What follows belongs to an exercise in optimizing a design on an open flow for small area, a short achievable clock period and few clock cycles; a production flow would make more cautious choices.
RTL that was checked went through simulation tests only; none was proved equivalent to the original.
Power figures rest on the tool's default switching activity, not on a simulated workload.

==> 10-24 <==
## servo_pwm_channel_generator
module servo_pwm_channel_generator
(
    input  logic                             clk,
    input  logic                             rst_n,
    input  logic                             req_valid,
    output logic                             req_ready,
    input  logic [spg_pkg::ACTION_W-1:0]     req_action,
    input  logic [spg_pkg::CH_W-1:0]         req_channel,
    input  logic [spg_pkg::PULSE_W-1:0]      req_pulse_us,
    output logic                             rsp_valid,
    input  logic                             rsp_ready,
    output logic [spg_pkg::FREQ_W-1:0]       rsp_readback_us,
    output logic [spg_pkg::FREQ_W-1:0]       rsp_group_freq_hz,
    output logic [spg_pkg::PIN_W-1:0]        rsp_pin_levels,
    output logic                             rsp_channel_valid,
    input  logic                             cfg_valid,
    output logic                             cfg_ready,
    input  logic [spg_pkg::REG_IDX_W-1:0]    cfg_index,
  ...
==> flow/config.mk <==
export PLATFORM = sky130hd
export DESIGN_NAME = servo_pwm_channel_generator
export DESIGN_NICKNAME = servo_pwm_channel_generator
export VERILOG_FILES = /design/flow/design.v
export SDC_FILE = /design/flow/constraint.sdc
export NUM_CORES = 4
export LEC_CHECK = 0
export CAP_MARGIN = 20
export CORE_MARGIN = 2
export CORE_UTILIZATION = 50
export CTS_BUF_LIST = sky130_fd_sc_hd__clkbuf_4 sky130_fd_sc_hd__clkbuf_8
export PLACE_DENSITY = 0.65
export SETUP_SLACK_MARGIN = 4.0
export SLEW_MARGIN = 20
export TNS_END_PERCENT = 10
==> flow/constraint.sdc <==
create_clock -name core_clock -period 7.0 [get_ports {clk}]
set_input_delay 1.4000 -clock core_clock [delete_from_list [all_inputs] [get_ports {clk}]]
set_output_delay 1.4000 -clock core_clock [all_outputs]
set_load 0.01 [all_outputs]
run.sh (not shown) runs the stock make flow with config.mk's settings and CLKGATE_MAP_FILE= SYNTH_SCRIPT=/design/flow/synth_recipe.tcl, a recipe that flattens the netlist after the stock synthesis.
==> inputs of 01-26, as changes to 10-24 <==
--- a/flow/design.v
+++ b/flow/design.v
@@ -152,14 +152,14 @@
     output logic [spg_pkg::CLAMP_W-1:0]                   max_pulse,
     output logic [spg_pkg::PIN_W-1:0]                     pin_enable,
     output logic [spg_pkg::GROUP_COUNT-1:0][spg_pkg::TOP_W-1:0]  top,
     output logic [spg_pkg::GROUP_COUNT-1:0][spg_pkg::FREQ_W-1:0] freq_rb,
     output logic                                          idle,
     output logic                                          top_busy,
+    output logic                                          freq_busy,
     output logic                                          freq_done,
-    output logic                                          freq_pending,
     output logic [1:0]                                    busy_grp
 );
     logic [spg_pkg::CLAMP_W-1:0]                          min_reg;
     logic [spg_pkg::CLAMP_W-1:0]                          max_reg;
     logic [spg_pkg::PIN_W-1:0]                            enable_reg;
     logic [spg_pkg::GROUP_COUNT-1:0][spg_pkg::TOP_W-1:0]  top_reg;
@@ -179,16 +179,13 @@
     logic [spg_pkg::TOP_W-1:0]                            quotient;
     logic [spg_pkg::TOP_W-1:0]                            divisor;
     logic                                                 last_step;
     logic                                                 div_small;
     logic [spg_pkg::TOP_W-1:0]                            top_val;
     logic [spg_pkg::FREQ_W-1:0]                           freq_val;
-    logic [spg_pkg::FREQ_W-1:0]                           cfg_freq;
-    logic                                                 cfg_need_freq;
-    logic [spg_pkg::TOP_W-1:0]                            top_bound;
-    logic [spg_pkg::TOP_W-1:0]                            top_src;
+    logic [spg_pkg::FREQ_W-1:0]                           freq_direct;
     spg_divider u_divider
     (
         .clk           (clk),
         .load          (div_load),
         .divisor       (div_in),
         .zeros         (zeros),
@@ -205,15 +202,13 @@
     assign zeros    = spg_pkg::div_zeros(zeros_of);
     assign last_step   = (step_reg == '0);
     assign div_small   = (divisor < spg_pkg::DIV_MIN_DIVISOR);
     assign top_val     = div_small ? {spg_pkg::TOP_W{1'b1}} : quotient;
     assign freq_val    = (div_small || quotient[spg_pkg::TOP_W-1]) ? {spg_pkg::FREQ_W{1'b1}}
                                                                    : quotient[spg_pkg::FREQ_W-1:0];
-    assign cfg_freq      = (cfg_top < spg_pkg::DIV_MIN_DIVISOR) ? spg_pkg::SAT_TOP_FREQ
-                                                                : cfg_top[spg_pkg::FREQ_W-1:0];
-    assign cfg_need_freq = (cfg_top > spg_pkg::EXACT_FREQ_MAX);
+    assign freq_direct = div_small ? spg_pkg::SAT_TOP_FREQ : divisor[spg_pkg::FREQ_W-1:0];
     always_ff @(posedge clk or negedge rst_n)
     begin
         if (!rst_n)
         begin
             top_busy_reg  <= 1'b0;
             prep_reg      <= 1'b0;
@@ -258,36 +253,29 @@
     logic [spg_pkg::GROUP_COUNT-1:0]                      freq_we;
     logic [spg_pkg::TOP_W-1:0]                            cfg_wd;
     logic [spg_pkg::GROUP_COUNT-1:0][spg_pkg::TOP_W-1:0]  top_wd;
     logic [spg_pkg::FREQ_W-1:0]                           freq_wd;
     assign top_done  = top_busy_reg && last_step;
     assign freq_last = freq_busy_reg && !prep_reg && last_step;
-    assign top_bound = {spg_pkg::TOP_W{1'b1}} >> (32'(zeros) + 1);
-    assign top_src   = top_busy_reg ? top_val
-                     : ((cfg_index == spg_pkg::REG_TOP_C) ? cfg_data : top_bound);
     always_comb
     begin
         min_we    = !rst_n || (cfg_fire && (cfg_index == spg_pkg::REG_MIN_PULSE));
         max_we    = !rst_n || (cfg_fire && (cfg_index == spg_pkg::REG_MAX_PULSE));
         enable_we = !rst_n || (cfg_fire && (cfg_index == spg_pkg::REG_ENABLE));
         cfg_wd    = cfg_data;
         for (int g = 0; g < spg_pkg::GROUP_COUNT; g++)
         begin
             top_we[g]  = !rst_n || (top_done && (grp_reg == 2'(g)))
-                      || (cfg_fire && (cfg_index == spg_pkg::REG_TOP_C) && (g == spg_pkg::GRP_C))
-                      || (cfg_fire && (cfg_grp == 2'(g))
-                          && ((cfg_index == spg_pkg::REG_FREQ_A) || (cfg_index == spg_pkg::REG_FREQ_B)
-                              || (cfg_index == spg_pkg::REG_FREQ_D)));
-            freq_we[g] = !rst_n || ((grp_reg == 2'(g)) && freq_last)
-                      || (cfg_fire && !cfg_need_freq && (cfg_grp == 2'(g))
-                          && ((cfg_index == spg_pkg::REG_FREQ_A) || (cfg_index == spg_pkg::REG_FREQ_B)
-                              || (cfg_index == spg_pkg::REG_FREQ_D)));
-            top_wd[g]  = spg_pkg::reset_or(rst_n, top_src, spg_pkg::RESET_TOP);
+                      || (cfg_fire && (cfg_index == spg_pkg::REG_TOP_C) && (g == spg_pkg::GRP_C));
+            freq_we[g] = !rst_n || ((grp_reg == 2'(g)) && ((top_done && !need_freq_reg) || freq_last));
+            top_wd[g]  = spg_pkg::reset_or(rst_n,
+                             (g == spg_pkg::GRP_C && !top_busy_reg) ? cfg_data : top_val,
+                             spg_pkg::RESET_TOP);
         end
         freq_wd = spg_pkg::FREQ_W'(spg_pkg::reset_or(rst_n,
-                      spg_pkg::TOP_W'(freq_busy_reg ? freq_val : cfg_freq),
+                      spg_pkg::TOP_W'(top_busy_reg ? freq_direct : freq_val),
                       spg_pkg::TOP_W'(spg_pkg::RESET_FREQ)));
     end
     always_ff @(posedge clk)
     begin
         if (min_we)
         begin
@@ -326,13 +314,13 @@
             begin
                 grp_reg <= spg_pkg::GRP_C;
             end
             else
             begin
                 grp_reg       <= cfg_grp;
-                need_freq_reg <= cfg_need_freq;
+                need_freq_reg <= (cfg_top > spg_pkg::EXACT_FREQ_MAX);
             end
         end
         else if (prep_reg)
         begin
             step_reg <= spg_pkg::div_last_step(zeros);
         end
@@ -341,14 +329,14 @@
     assign max_pulse  = max_reg;
     assign pin_enable = enable_reg;
     assign top        = top_reg;
     assign freq_rb    = freq_reg;
     assign idle       = !top_busy_reg && !freq_busy_reg;
     assign top_busy   = top_busy_reg;
+    assign freq_busy  = freq_busy_reg;
     assign freq_done  = freq_last;
-    assign freq_pending = freq_busy_reg || (top_busy_reg && need_freq_reg);
     assign busy_grp   = grp_reg;
 endmodule
 `timescale 1ns / 1ps
 module spg_core
 (
     input  logic                                          clk,
@@ -359,17 +347,15 @@
     input  logic [spg_pkg::PULSE_W-1:0]                   req_pulse_us,
     input  logic [spg_pkg::CLAMP_W-1:0]                   min_pulse,
     input  logic [spg_pkg::CLAMP_W-1:0]                   max_pulse,
     input  logic [spg_pkg::PIN_W-1:0]                     pin_enable,
     input  logic [spg_pkg::GROUP_COUNT-1:0][spg_pkg::TOP_W-1:0]  top,
     input  logic [spg_pkg::GROUP_COUNT-1:0][spg_pkg::FREQ_W-1:0] freq_rb,
+    input  logic                                          freq_busy,
     input  logic                                          freq_done,
     input  logic [1:0]                                    busy_grp,
-    input  logic                                          freq_pending,
-    input  logic                                          top_busy,
-    output logic                                          tick_safe,
     output logic                                          item_free,
     output logic                                          rsp_valid,
     input  logic                                          rsp_ready,
     output logic [spg_pkg::FREQ_W-1:0]                    rsp_readback_us,
     output logic [spg_pkg::FREQ_W-1:0]                    rsp_group_freq_hz,
     output logic [spg_pkg::PIN_W-1:0]                     rsp_pin_levels,
@@ -384,13 +370,12 @@
     logic                        res_valid_reg;
     logic [spg_pkg::FREQ_W-1:0]  res_readback_reg;
     logic [spg_pkg::FREQ_W-1:0]  res_freq_reg;
     logic [spg_pkg::PIN_W-1:0]   res_pins_reg;
     logic                        res_chan_valid_reg;
     logic                        move;
-    logic [spg_pkg::GROUP_COUNT-1:0] at_top;
     logic                        item_chan_valid;
     logic [spg_pkg::FREQ_W-1:0]  readback;
     logic [spg_pkg::PIN_W-1:0]   pins;
     logic [spg_pkg::CLAMP_W-1:0] clamped;
     always_comb
     begin
@@ -420,16 +405,13 @@
         end
         cmp_wd = spg_pkg::FREQ_W'(spg_pkg::reset_or(rst_n, spg_pkg::TOP_W'(clamped),
                                                     spg_pkg::TOP_W'({spg_pkg::FREQ_W{1'b1}})));
         cnt_we = !rst_n || (accept && (req_action == spg_pkg::ACT_TICK));
         for (int g = 0; g < spg_pkg::GROUP_COUNT; g++)
         begin
-            at_top[g] = spg_pkg::le16(top[g], cnt_reg[g]);
-            cnt_wd[g] = spg_pkg::reset_or(rst_n,
-                            (at_top[g] && !(top_busy && (busy_grp == 2'(g))))
-                            ? '0 : cnt_reg[g] + 1'b1, '0);
+            cnt_wd[g] = spg_pkg::reset_or(rst_n, spg_pkg::le16(top[g], cnt_reg[g]) ? '0 : cnt_reg[g] + 1'b1, '0);
         end
     end
     always_ff @(posedge clk)
     begin
         for (int i = 0; i < spg_pkg::CHANNEL_COUNT; i++)
         begin
@@ -481,13 +463,13 @@
             begin
                 item_valid_reg <= 1'b0;
             end
             item_wait_reg <= (accept ? ((req_channel < spg_pkg::CH_W'(spg_pkg::CHANNEL_COUNT))
                                         && (spg_pkg::grp_of(req_channel) == busy_grp))
                                      : item_wait_reg)
-                             && freq_pending && !freq_done;
+                             && freq_busy && !freq_done;
             if (move)
             begin
                 res_valid_reg <= 1'b1;
             end
             else if (rsp_ready)
             begin
@@ -507,30 +489,12 @@
             res_readback_reg   <= readback;
             res_freq_reg       <= item_chan_valid ? freq_rb[spg_pkg::grp_of(item_ch_reg)] : '0;
             res_pins_reg       <= pins;
             res_chan_valid_reg <= item_chan_valid;
         end
     end
-    logic                            safe_next;
-    logic                            tick_safe_reg;
-    always_comb
-    begin
-        safe_next = top_busy && !at_top[busy_grp];
-    end
-    always_ff @(posedge clk or negedge rst_n)
-    begin
-        if (!rst_n)
-        begin
-            tick_safe_reg <= 1'b0;
-        end
-        else
-        begin
-            tick_safe_reg <= safe_next;
-        end
-    end
-    assign tick_safe         = tick_safe_reg;
     assign rsp_valid         = res_valid_reg;
     assign rsp_readback_us   = res_readback_reg;
     assign rsp_group_freq_hz = res_freq_reg;
     assign rsp_pin_levels    = res_pins_reg;
     assign rsp_channel_valid = res_chan_valid_reg;
 endmodule
@@ -559,15 +523,14 @@
     logic [spg_pkg::CLAMP_W-1:0]                          max_pulse;
     logic [spg_pkg::PIN_W-1:0]                            pin_enable;
     logic [spg_pkg::GROUP_COUNT-1:0][spg_pkg::TOP_W-1:0]  top;
     logic [spg_pkg::GROUP_COUNT-1:0][spg_pkg::FREQ_W-1:0] freq_rb;
     logic                                                 cfg_idle;
     logic                                                 top_busy;
+    logic                                                 freq_busy;
     logic                                                 freq_done;
-    logic                                                 freq_pending;
-    logic                                                 tick_safe;
     logic [1:0]                                           busy_grp;
     logic                                                 item_free;
     logic                                                 req_ok;
     logic                                                 cfg_ok;
     logic                                                 item_first_reg;
     logic                                                 accept;
@@ -583,15 +546,15 @@
         .max_pulse  (max_pulse),
         .pin_enable (pin_enable),
         .top        (top),
         .freq_rb    (freq_rb),
         .idle       (cfg_idle),
         .top_busy   (top_busy),
+        .freq_busy  (freq_busy),
         .freq_done  (freq_done),
-        .freq_pending (freq_pending),
-        .busy_grp     (busy_grp)
+        .busy_grp   (busy_grp)
     );
     spg_core u_core
     (
         .clk               (clk),
         .rst_n             (rst_n),
         .accept            (accept),
@@ -600,26 +563,24 @@
         .req_pulse_us      (req_pulse_us),
         .min_pulse         (min_pulse),
         .max_pulse         (max_pulse),
         .pin_enable        (pin_enable),
         .top               (top),
         .freq_rb           (freq_rb),
+        .freq_busy         (freq_busy),
         .freq_done         (freq_done),
         .busy_grp          (busy_grp),
-        .freq_pending      (freq_pending),
-        .top_busy          (top_busy),
-        .tick_safe         (tick_safe),
         .item_free         (item_free),
         .rsp_valid         (rsp_valid),
         .rsp_ready         (rsp_ready),
         .rsp_readback_us   (rsp_readback_us),
         .rsp_group_freq_hz (rsp_group_freq_hz),
         .rsp_pin_levels    (rsp_pin_levels),
         .rsp_channel_valid (rsp_channel_valid)
     );
-    assign req_ok    = item_free && (!top_busy || tick_safe);
+    assign req_ok    = item_free && !top_busy;
     assign cfg_ok    = item_free && cfg_idle;
     assign req_ready = req_ok && !(cfg_valid && cfg_ok && !item_first_reg);
     assign cfg_ready = cfg_ok && !(req_valid && req_ok && item_first_reg);
     assign accept    = req_valid && req_ready;
     assign cfg_fire  = cfg_valid && cfg_ready;
     always_ff @(posedge clk or negedge rst_n)
CORE_UTILIZATION = 40   (was 50)
CTS_BUF_LIST = default   (was sky130_fd_sc_hd__clkbuf_4 sky130_fd_sc_hd__clkbuf_8)
PLACE_DENSITY = 0.6   (was 0.65)
SETUP_SLACK_MARGIN = default   (was 4.0)
TNS_END_PERCENT = default   (was 10)
==> inputs of 09-09, as changes to 10-24 <==
--- a/flow/design.v
+++ b/flow/design.v
@@ -143,12 +143,13 @@
 `timescale 1ns / 1ps
 module spg_config
 (
     input  logic                                          clk,
     input  logic                                          rst_n,
     input  logic                                          cfg_fire,
+    output logic                                          cfg_plain,
     input  logic [spg_pkg::REG_IDX_W-1:0]                 cfg_index,
     input  logic [spg_pkg::CFG_DATA_W-1:0]                cfg_data,
     output logic [spg_pkg::CLAMP_W-1:0]                   min_pulse,
     output logic [spg_pkg::CLAMP_W-1:0]                   max_pulse,
     output logic [spg_pkg::PIN_W-1:0]                     pin_enable,
     output logic [spg_pkg::GROUP_COUNT-1:0][spg_pkg::TOP_W-1:0]  top,
@@ -181,12 +182,13 @@
     logic                                                 last_step;
     logic                                                 div_small;
     logic [spg_pkg::TOP_W-1:0]                            top_val;
     logic [spg_pkg::FREQ_W-1:0]                           freq_val;
     logic [spg_pkg::FREQ_W-1:0]                           cfg_freq;
     logic                                                 cfg_need_freq;
+    logic                                                 cfg_div;
     logic [spg_pkg::TOP_W-1:0]                            top_bound;
     logic [spg_pkg::TOP_W-1:0]                            top_src;
     spg_divider u_divider
     (
         .clk           (clk),
         .load          (div_load),
@@ -197,35 +199,38 @@
     );
     assign cfg_top = (cfg_index == spg_pkg::REG_TOP_C) ? cfg_data
                                                        : {1'b0, cfg_data[spg_pkg::FREQ_W-1:0]};
     assign cfg_grp = (cfg_index == spg_pkg::REG_FREQ_A) ? spg_pkg::GRP_A :
                      (cfg_index == spg_pkg::REG_FREQ_B) ? spg_pkg::GRP_B : spg_pkg::GRP_D;
     assign div_in   = prep_reg ? divisor : (top_busy_reg ? top_val : cfg_top);
-    assign div_load = cfg_fire || (top_busy_reg && last_step) || prep_reg;
+    assign div_load = cfg_div || (top_busy_reg && last_step) || prep_reg;
     assign zeros_of = prep_reg ? divisor : cfg_top;
     assign zeros    = spg_pkg::div_zeros(zeros_of);
     assign last_step   = (step_reg == '0);
     assign div_small   = (divisor < spg_pkg::DIV_MIN_DIVISOR);
     assign top_val     = div_small ? {spg_pkg::TOP_W{1'b1}} : quotient;
     assign freq_val    = (div_small || quotient[spg_pkg::TOP_W-1]) ? {spg_pkg::FREQ_W{1'b1}}
                                                                    : quotient[spg_pkg::FREQ_W-1:0];
     assign cfg_freq      = (cfg_top < spg_pkg::DIV_MIN_DIVISOR) ? spg_pkg::SAT_TOP_FREQ
                                                                 : cfg_top[spg_pkg::FREQ_W-1:0];
     assign cfg_need_freq = (cfg_top > spg_pkg::EXACT_FREQ_MAX);
+    assign cfg_plain = (cfg_index == spg_pkg::REG_MIN_PULSE) || (cfg_index == spg_pkg::REG_MAX_PULSE)
+                    || (cfg_index == spg_pkg::REG_ENABLE) || (cfg_index == 3'd7);
+    assign cfg_div   = cfg_fire && !cfg_plain;
     always_ff @(posedge clk or negedge rst_n)
     begin
         if (!rst_n)
         begin
             top_busy_reg  <= 1'b0;
             prep_reg      <= 1'b0;
             freq_busy_reg <= 1'b0;
         end
         else
         begin
             prep_reg <= 1'b0;
-            if (cfg_fire)
+            if (cfg_div)
             begin
                 if ((cfg_index == spg_pkg::REG_FREQ_A) || (cfg_index == spg_pkg::REG_FREQ_B)
                     || (cfg_index == spg_pkg::REG_FREQ_D))
                 begin
                     top_busy_reg <= 1'b1;
                 end
@@ -316,13 +321,13 @@
             end
         end
     end
     always_ff @(posedge clk)
     begin
         step_reg <= step_reg - 1'b1;
-        if (cfg_fire)
+        if (cfg_div)
         begin
             step_reg <= spg_pkg::div_last_step(zeros);
             if (cfg_index == spg_pkg::REG_TOP_C)
             begin
                 grp_reg <= spg_pkg::GRP_C;
             end
@@ -569,17 +574,19 @@
     logic                                                 item_free;
     logic                                                 req_ok;
     logic                                                 cfg_ok;
     logic                                                 item_first_reg;
     logic                                                 accept;
     logic                                                 cfg_fire;
+    logic                                                 cfg_plain;
     spg_config u_config
     (
         .clk        (clk),
         .rst_n      (rst_n),
         .cfg_fire   (cfg_fire),
+        .cfg_plain  (cfg_plain),
         .cfg_index  (cfg_index),
         .cfg_data   (cfg_data),
         .min_pulse  (min_pulse),
         .max_pulse  (max_pulse),
         .pin_enable (pin_enable),
         .top        (top),
@@ -614,13 +621,13 @@
         .rsp_readback_us   (rsp_readback_us),
         .rsp_group_freq_hz (rsp_group_freq_hz),
         .rsp_pin_levels    (rsp_pin_levels),
         .rsp_channel_valid (rsp_channel_valid)
     );
     assign req_ok    = item_free && (!top_busy || tick_safe);
-    assign cfg_ok    = item_free && cfg_idle;
+    assign cfg_ok    = item_free && (cfg_idle || cfg_plain);
     assign req_ready = req_ok && !(cfg_valid && cfg_ok && !item_first_reg);
     assign cfg_ready = cfg_ok && !(req_valid && req_ok && item_first_reg);
     assign accept    = req_valid && req_ready;
     assign cfg_fire  = cfg_valid && cfg_ready;
     always_ff @(posedge clk or negedge rst_n)
     begin
CORE_UTILIZATION = 58   (was 50)
PLACE_DENSITY = 0.7   (was 0.65)
SETUP_SLACK_MARGIN = 3.7   (was 4.0)
TNS_END_PERCENT = 20   (was 10)
==> comparison <==
Maximum frequency, highest first: 09-09, 10-24, 01-26.
In 01-26 the non-clock buffer count is lower than in 09-09, by 78.
Utilization: 09-09 > 10-24 > 01-26.
Synthesized cell count, highest first: 09-09, 10-24, 01-26.
The lowest wire length belongs to 01-26, the highest to 09-09.
Flip-flop and latch count is the same in 10-24 and 09-09.
Global-route usage, highest first: 09-09, 10-24, 01-26.
Between 01-26 and 10-24, the lower sequential power is in 01-26 (gap about 2%, measured against 10-24).
Worst setup slack: 09-09 > 10-24 > 01-26.
Clock skew, highest first: 10-24, 09-09, 01-26.
==> figures <==
Outcome: 09-09 complete, no violations; 10-24 complete, no violations; 01-26 complete, no violations
Proportion of cell area occupied by registers: 09-09 0.4530; 10-24 0.4606; 01-26 0.4849
Mean routed wirelength per cell: 09-09 27.32 um; 10-24 26.38 um; 01-26 25.00 um
Post-synthesis simple-gate area fraction: 09-09 0.1515; 10-24 0.1432; 01-26 0.1411
Inst Count DP: 09-09 3085; 10-24 3177; 01-26 3231
Switching share of power: 09-09 0.3538; 10-24 0.3546; 01-26 0.3304
Total via count in the routed design: 09-09 22.00k; 10-24 21.43k; 01-26 19.78k
Fraction of final layout cells with drive strength greater than 1: 09-09 0.1838; 10-24 0.1751; 01-26 0.09268
Clock buffers created by TritonCTS: 09-09 86; 10-24 89; 01-26 55
Antenna violations before repair: 09-09 6; 10-24 3; 01-26 8
Clock Sink Count: 09-09 504; 10-24 504; 01-26 503
Post-Route Hold Slack: 09-09 0.4758 ns; 10-24 0.5089 ns; 01-26 0.4863 ns
Startpoint of the most critical hold path: 09-09 u_config.step_reg[0]; 10-24 u_config.step_reg[0]; 01-26 u_config.u_divider.quo_reg[2]
Worst R2R Start: 09-09 u_config.prep_reg; 10-24 u_core.cnt_reg[16]; 01-26 u_config.u_divider.div_reg[1]
Floorplan die height: 09-09 219.9 um; 10-24 236.5 um; 01-26 261.0 um
Placement Rows: 09-09 79; 10-24 85; 01-26 94
Syn_nets: 09-09 2557; 10-24 2545; 01-26 2433
Peak supply drop: 09-09 0.3156 mV; 10-24 0.2403 mV; 01-26 0.2001 mV
Number of gates given a new drive strength after cts: 09-09 300; 10-24 227; 01-26 0
Setup bufs post-CTS: 09-09 67; 10-24 80; 01-26 0
Rel. slew slack: 09-09 0.2434; 10-24 0.2366; 01-26 0.1278
Testbench counts of 10-24, summed over its fixed seeds: cycles 25,959.
Testbench counts of 01-26, summed over its fixed seeds: cycles 27,929.
For 09-09, only the layout was checked, not whether the RTL still works.

-- re-timing with driven ports --
In the flow no input, the clock included, has a driving cell. The finished layouts below were timed again as built, in two steps.
Step 1 sets driving cells, clkbuf_16 on the clock port and buf_2 on the other inputs (assumed; they add their load-dependent delay and slew).
Step 2 times the ports against the registers' clock, not the clock port: input delays grow and output delays shrink by t, the midpoint of the rising clock arrivals with the driver on.
a / b / c = no drivers / after step 1 / after step 2; a / b = the first two.
| run | shift t [ns] | setup WS [ns] | hold WS [ns] | worst register clock-pin slew, ns | worst data-port slew with drivers (ns) |
|---|---|---|---|---|---|
| 10-24 | 0.740 | 3.427 / 3.446 / 2.706 | 0.509 / 0.509 / 0.509 | 0.06 / 0.06 | 0.10 |
| 01-26 | 0.684 | 2.138 / 2.181 / 1.497 | 0.486 / 0.486 / 0.486 | 0.07 / 0.07 | 0.05 |
| 09-09 | 0.734 | 3.428 / 3.380 / 2.785 | 0.476 / 0.476 / 0.476 | 0.07 / 0.07 | 0.06 |
After both steps setup and hold are still met in every run listed. The setup slack of 10-24, which loses most, moves by +0.019 ns with the drivers and by -0.721 ns with both steps.
